This design comes from an exercise in tuning for small area, a short achievable clock period and few clock cycles per item on the open sky130 flow, not from production work.
In this exercise RTL edits were held to simulation tests only and were not proved equivalent to the original.
Power and IR drop assume default switching activity.

==> try-umber: inputs <==
// nch_complex_square
module nch_complex_square
#(
    parameter int WIDTH = 16,
    parameter int NCH   = 4,
    parameter int FRAC  = 14
) (
    input  logic                 clk,
    input  logic                 rst,
    input  logic [NCH*WIDTH-1:0] inReal,
    input  logic [NCH*WIDTH-1:0] inImag,
    input  logic                 inMode,
    input  logic                 inValid,
    output logic                 inReady,
    output logic [NCH*WIDTH-1:0] outReal,
    output logic [NCH*WIDTH-1:0] outImag,
    output logic                 outValid,
    input  logic                 outReady,
    output logic [NCH-1:0]       satFlag
);
Settings: LEC_CHECK=0, CAP_MARGIN=20, CORE_MARGIN=2, CORE_UTILIZATION=40, SETUP_SLACK_MARGIN=5.0, SLEW_MARGIN=20; clock period 9.0 ns.
standard.sh (not shown) runs the stock make flow with config.mk's settings and CLKGATE_MAP_FILE= SYNTH_SCRIPT=/design/flow/synth_recipe.tcl, a recipe that flattens the netlist after the stock synthesis.
==> flow/flow/run.sh <==
#!/bin/bash
# Layout flow: the standard layout, with two changes:
# - synthesis: the coarse-to-fine synth step runs without its quick ABC pass,
#   so that extract_fa sees the design's full adders as written (the ABC pass
#   rewrites their polarity and leaves inverters between adders). The final
#   ABC mapping, the flip-flop mapping and the rest are the standard ones.
# - placement: every input and output port still gets its buffer, but a plain
#   buf_1 (resized later where timing needs it) instead of the delay cell
#   clkdlybuf4s50_1 that buffer_ports picks by default.
set -euo pipefail
work=$(pwd)
# The synthesis script: the standard flow's own, with its synth wrapper adding -noabc to
# the "fine:" run only.
sed '1s/.*/proc synth {args} { if {[lsearch -exact $args "fine:"] >= 0} { yosys synth -nofsm -noshare -noabc {*}$args } else { yosys synth -nofsm -noshare {*}$args } }/' \
  "$work/synth_recipe.tcl" > "$work/noabc_synth.tcl"
grep -q 'noabc' "$work/noabc_synth.tcl"
sed "s#/synth_recipe.tcl#/noabc_synth.tcl#" "$work/standard.sh" > "$work/noabc_standard.sh"
grep -q 'noabc_synth.tcl' "$work/noabc_standard.sh"
bash "$work/noabc_standard.sh" "BUFFER_PORTS_ARGS=-buffer_cell sky130_fd_sc_hd__buf_1" finish > "$work/flow_make.log" 2>&1
==> try-delta (differences from try-umber) <==
--- a/flow/design.v
+++ b/flow/design.v
@@ -1,21 +1,21 @@
 package nch_csq_pkg;
     localparam logic MODE_SQUARE = 1'b0;
     localparam logic MODE_MAG2   = 1'b1;
-    localparam int   RBITS = 51;
-    localparam int   PBITS = 49;
+    localparam int   RBITS = 47;
+    localparam int   PBITS = 45;
 endpackage
 module complex_square_lane (
     input  logic [15:0] a,
     input  logic [15:0] b,
     input  logic        mode,
     output logic [nch_csq_pkg::RBITS-1:0] rBits,
     output logic [nch_csq_pkg::PBITS-1:0] pBits
 );
     logic        sub;
-    logic [8:0] rLow;
-    logic [7:0] pLow;
+    logic [10:0] rLow;
+    logic [9:0] pLow;
     logic bo0, bt0, bn0, bp0_0, bp0_1, bp0_2, bp0_3, bp0_4, bp0_5, bp0_6, bp0_7, bp0_8, bp0_9, bp0_10, bp0_11, bp0_12;
     logic bp0_13, bp0_14, bp0_15, bp0_16, bo1, bt1, bn1, bp1_0, bp1_1, bp1_2, bp1_3, bp1_4, bp1_5, bp1_6, bp1_7, bp1_8;
     logic bp1_9, bp1_10, bp1_11, bp1_12, bp1_13, bp1_14, bp1_15, bp1_16, bo2, bt2, bn2, bp2_0, bp2_1, bp2_2, bp2_3, bp2_4;
     logic bp2_5, bp2_6, bp2_7, bp2_8, bp2_9, bp2_10, bp2_11, bp2_12, bp2_13, bp2_14, bp2_15, bp2_16, bo3, bt3, bn3, bp3_0;
     logic bp3_1, bp3_2, bp3_3, bp3_4, bp3_5, bp3_6, bp3_7, bp3_8, bp3_9, bp3_10, bp3_11, bp3_12, bp3_13, bp3_14, bp3_15, bp3_16;
@@ -784,11 +784,11 @@
     assign r_124 = ((qb_211 ^ sub) & r_58) | (r_59 & ((qb_211 ^ sub) ^ r_58));
     assign r_125 = (1'b1 ^ sub) ^ r_61 ^ r_60;
     assign r_126 = ((1'b1 ^ sub) & r_61) | (r_60 & ((1'b1 ^ sub) ^ r_61));
     assign r_127 = (1'b1 ^ sub) ^ r_63 ^ r_62;
     assign r_128 = ((1'b1 ^ sub) & r_63) | (r_62 & ((1'b1 ^ sub) ^ r_63));
-    assign rLow = {1'b0, {r_76, r_74, r_72, r_70, r_68, r_67, r_66, r_65}} + {1'b0, {r_77, r_75, r_73, r_71, r_69, r_3, sub, (b[0] ^ sub)}};
+    assign rLow = {1'b0, {r_80, r_78, r_76, r_74, r_72, r_70, r_68, r_67, r_66, r_65}} + {1'b0, {r_81, r_79, r_77, r_75, r_73, r_71, r_69, r_3, sub, (b[0] ^ sub)}};
     assign p_1 = bn5 ^ bp0_10;
     assign p_2 = bn5 & bp0_10;
     assign p_3 = bp0_11 ^ bp1_9;
     assign p_4 = bp0_11 & bp1_9;
     assign p_5 = bn6 ^ bp0_12 ^ bp1_10;
@@ -1009,29 +1009,29 @@
     assign p_220 = (bp7_13 & p_167) | (p_166 & (bp7_13 ^ p_167));
     assign p_221 = ~bp6_16 ^ bp7_14 ^ p_168;
     assign p_222 = (~bp6_16 & bp7_14) | (p_168 & (~bp6_16 ^ bp7_14));
     assign p_223 = ~bp7_15;
     assign p_224 = bp7_15;
-    assign pLow = {1'b0, {p_176, p_174, p_172, p_170, p_169, bp0_1, bn0}} + {1'b0, {p_177, p_175, p_173, p_171, bp1_0, 1'b0, bp0_0}};
-    assign rBits = {rLow[8], r_127, r_126, r_125, r_124, r_123, r_122, r_121, r_120, r_119, r_118, r_117, r_116, r_115, r_114, r_113, r_112, r_111, r_110, r_109, r_108, r_107, r_106, r_105, r_104, r_103, r_102, r_101, r_100, r_99, r_98, r_97, r_96, r_95, r_94, r_93, r_92, r_91, r_90, r_89, r_88, r_87, r_86, r_85, r_84, r_83, r_82, r_81, r_80, r_79, r_78};
-    assign pBits = {pLow[7], ~bp7_16, p_224, p_223, p_222, p_221, p_220, p_219, p_218, p_217, p_216, p_215, p_214, p_213, p_212, p_211, p_210, p_209, p_208, p_207, p_206, p_205, p_204, p_203, p_202, p_201, p_200, p_199, p_198, p_197, p_196, p_195, p_194, p_193, p_192, p_191, p_190, p_189, p_188, p_187, p_186, p_185, p_184, p_183, p_182, p_181, p_180, p_179, p_178};
+    assign pLow = {1'b0, {p_180, p_178, p_176, p_174, p_172, p_170, p_169, bp0_1, bn0}} + {1'b0, {p_181, p_179, p_177, p_175, p_173, p_171, bp1_0, 1'b0, bp0_0}};
+    assign rBits = {rLow[10], r_127, r_126, r_125, r_124, r_123, r_122, r_121, r_120, r_119, r_118, r_117, r_116, r_115, r_114, r_113, r_112, r_111, r_110, r_109, r_108, r_107, r_106, r_105, r_104, r_103, r_102, r_101, r_100, r_99, r_98, r_97, r_96, r_95, r_94, r_93, r_92, r_91, r_90, r_89, r_88, r_87, r_86, r_85, r_84, r_83, r_82};
+    assign pBits = {pLow[9], ~bp7_16, p_224, p_223, p_222, p_221, p_220, p_219, p_218, p_217, p_216, p_215, p_214, p_213, p_212, p_211, p_210, p_209, p_208, p_207, p_206, p_205, p_204, p_203, p_202, p_201, p_200, p_199, p_198, p_197, p_196, p_195, p_194, p_193, p_192, p_191, p_190, p_189, p_188, p_187, p_186, p_185, p_184, p_183, p_182};
 endmodule
 module csq_final_r (
-    input  logic [50:0] bits,
+    input  logic [46:0] bits,
     output logic [18:0] top
 );
-    logic [24:0] sum;
-    assign sum = {bits[48], bits[46], bits[44], bits[42], bits[40], bits[38], bits[36], bits[34], bits[32], bits[30], bits[28], bits[26], bits[24], bits[22], bits[20], bits[18], bits[16], bits[14], bits[12], bits[10], bits[8], bits[6], bits[4], bits[2], bits[0]} + {bits[49], bits[47], bits[45], bits[43], bits[41], bits[39], bits[37], bits[35], bits[33], bits[31], bits[29], bits[27], bits[25], bits[23], bits[21], bits[19], bits[17], bits[15], bits[13], bits[11], bits[9], bits[7], bits[5], bits[3], bits[1]} + 25'(bits[50]);
-    assign top = sum[24:6];
+    logic [22:0] sum;
+    assign sum = {bits[44], bits[42], bits[40], bits[38], bits[36], bits[34], bits[32], bits[30], bits[28], bits[26], bits[24], bits[22], bits[20], bits[18], bits[16], bits[14], bits[12], bits[10], bits[8], bits[6], bits[4], bits[2], bits[0]} + {bits[45], bits[43], bits[41], bits[39], bits[37], bits[35], bits[33], bits[31], bits[29], bits[27], bits[25], bits[23], bits[21], bits[19], bits[17], bits[15], bits[13], bits[11], bits[9], bits[7], bits[5], bits[3], bits[1]} + 23'(bits[46]);
+    assign top = sum[22:4];
 endmodule
 module csq_final_p (
-    input  logic [48:0] bits,
+    input  logic [44:0] bits,
     output logic [18:0] top
 );
-    logic [24:0] sum;
-    assign sum = {1'b1, bits[46], bits[44], bits[42], bits[40], bits[38], bits[36], bits[34], bits[32], bits[30], bits[28], bits[26], bits[24], bits[22], bits[20], bits[18], bits[16], bits[14], bits[12], bits[10], bits[8], bits[6], bits[4], bits[2], bits[0]} + {1'b0, bits[47], bits[45], bits[43], bits[41], bits[39], bits[37], bits[35], bits[33], bits[31], bits[29], bits[27], bits[25], bits[23], bits[21], bits[19], bits[17], bits[15], bits[13], bits[11], bits[9], bits[7], bits[5], bits[3], bits[1]} + 25'(bits[48]);
-    assign top = sum[24:6];
+    logic [22:0] sum;
+    assign sum = {1'b1, bits[42], bits[40], bits[38], bits[36], bits[34], bits[32], bits[30], bits[28], bits[26], bits[24], bits[22], bits[20], bits[18], bits[16], bits[14], bits[12], bits[10], bits[8], bits[6], bits[4], bits[2], bits[0]} + {1'b0, bits[43], bits[41], bits[39], bits[37], bits[35], bits[33], bits[31], bits[29], bits[27], bits[25], bits[23], bits[21], bits[19], bits[17], bits[15], bits[13], bits[11], bits[9], bits[7], bits[5], bits[3], bits[1]} + 23'(bits[44]);
+    assign top = sum[22:4];
 endmodule
 module nch_complex_square
 #(
     parameter int WIDTH = 16,
     parameter int NCH   = 4,
==> flow/flow/run.sh (replaced) <==
#!/bin/bash
set -euo pipefail
work=$(pwd)
# The synthesis script: the standard flow's own, with its synth wrapper adding -noabc to
# the "fine:" run only.
sed '1s/.*/proc synth {args} { if {[lsearch -exact $args "fine:"] >= 0} { yosys synth -nofsm -noshare -noabc {*}$args } else { yosys synth -nofsm -noshare {*}$args } }/' \
  "$work/synth_recipe.tcl" > "$work/noabc_synth.tcl"
grep -q 'noabc' "$work/noabc_synth.tcl"
sed "s#/synth_recipe.tcl#/noabc_synth.tcl#" "$work/standard.sh" > "$work/noabc_standard.sh"
grep -q 'noabc_synth.tcl' "$work/noabc_standard.sh"
bash "$work/noabc_standard.sh" "BUFFER_PORTS_ARGS=-buffer_cell sky130_fd_sc_hd__buf_1" SKIP_GATE_CLONING=1 finish > "$work/flow_make.log" 2>&1
SETUP_SLACK_MARGIN = 4.85   (was 5.0)
==> qor summary <==
Run status: try-delta timing/DRC/antenna clean; try-umber timing/DRC/antenna clean
Number of buffers and inverters on the critical path: try-delta 3; try-umber 2
Post-Synthesis Net Count: try-delta 8605; try-umber 8680
Comb pwr: try-delta 28.3 mW; try-umber 29.1 mW
Multi-input gate area in the final layout: try-delta 54710 µm²; try-umber 55560 µm²
Sequential cells: try-delta 633; try-umber 665
Hold WS: try-delta 0.4777 ns; try-umber 0.4619 ns
Count of multi-input combinational gates: try-delta 5153; try-umber 5209
Data arrival time of the critical path: try-delta 2.34 ns; try-umber 2.35 ns
Crit Path Max Fanout: try-delta 5; try-umber 2
Switching component of the power: try-delta 17.61 mW; try-umber 17.94 mW
Post-Syn Area per Cell: try-delta 11.47 µm²; try-umber 11.54 µm²
Share of the final layout cell area in multi-input gates: try-delta 0.6365; try-umber 0.6017
Clock group total power: try-delta 3.52 mW; try-umber 3.59 mW
Reg-to-reg setup timing slack: try-delta 4.91 ns; try-umber 5.00 ns
Area fraction in compound gates after synthesis: try-delta 0.09540; try-umber 0.09563
Worst setup slack before clock tree synthesis: try-delta 4.036 ns; try-umber 4.104 ns
P_seq: try-delta 7.50 mW; try-umber 7.90 mW
Register Area: try-delta 18990 µm²; try-umber 19950 µm²
Number of sinks driven by the clock tree: try-delta 633; try-umber 665
Post-synthesis share of cell area spent on full adders, half adders and majority gates: try-delta 0.4111; try-umber 0.4041
Worst-margin pin slew: try-delta 1.017 ns; try-umber 0.9858 ns
Testbench counts of try-umber, summed over its fixed seeds: cycles 12,024, items 12,000.
Testbench counts of try-delta, summed over its fixed seeds: cycles 12,024, items 12,000.

==> static timing again, ports no longer ideal <==
The flow's constraints put no driver on any port. The routed layouts listed below were extracted and timed again, unchanged, in two steps.
Step 1 (the two cells are an assumption about what drives the block):
set clk [get_ports {clk}]
set_driving_cell -lib_cell sky130_fd_sc_hd__clkbuf_16 $clk
set_driving_cell -lib_cell sky130_fd_sc_hd__buf_2 [delete_from_list [all_inputs] $clk]
Step 2 moves the port delays by t, midway between the first and last clock arrival at a register: inputs arrive t later, outputs are due t later. That takes back most of the time a late clock gives input paths.
Three values: no drivers, after step 1, after step 2; two values: the first two.
| run | t, ns | setup WS [ns] | hold WS [ns] | worst register clock-pin slew, ns | cell pins on the clock port's net |
|---|---|---|---|---|---|
| try-umber | 0.791 | 4.850 / 4.810 / 4.385 | 0.462 / 0.462 / 0.462 | 0.06 / 0.06 | 1 |
| try-delta | 0.813 | 4.861 / 4.836 / 4.393 | 0.478 / 0.478 / 0.478 | 0.07 / 0.07 | 1 |
After both steps setup and hold are still met in every run listed. The setup slack of try-delta, which loses most, moves by -0.025 ns with the drivers and by -0.468 ns with both steps.
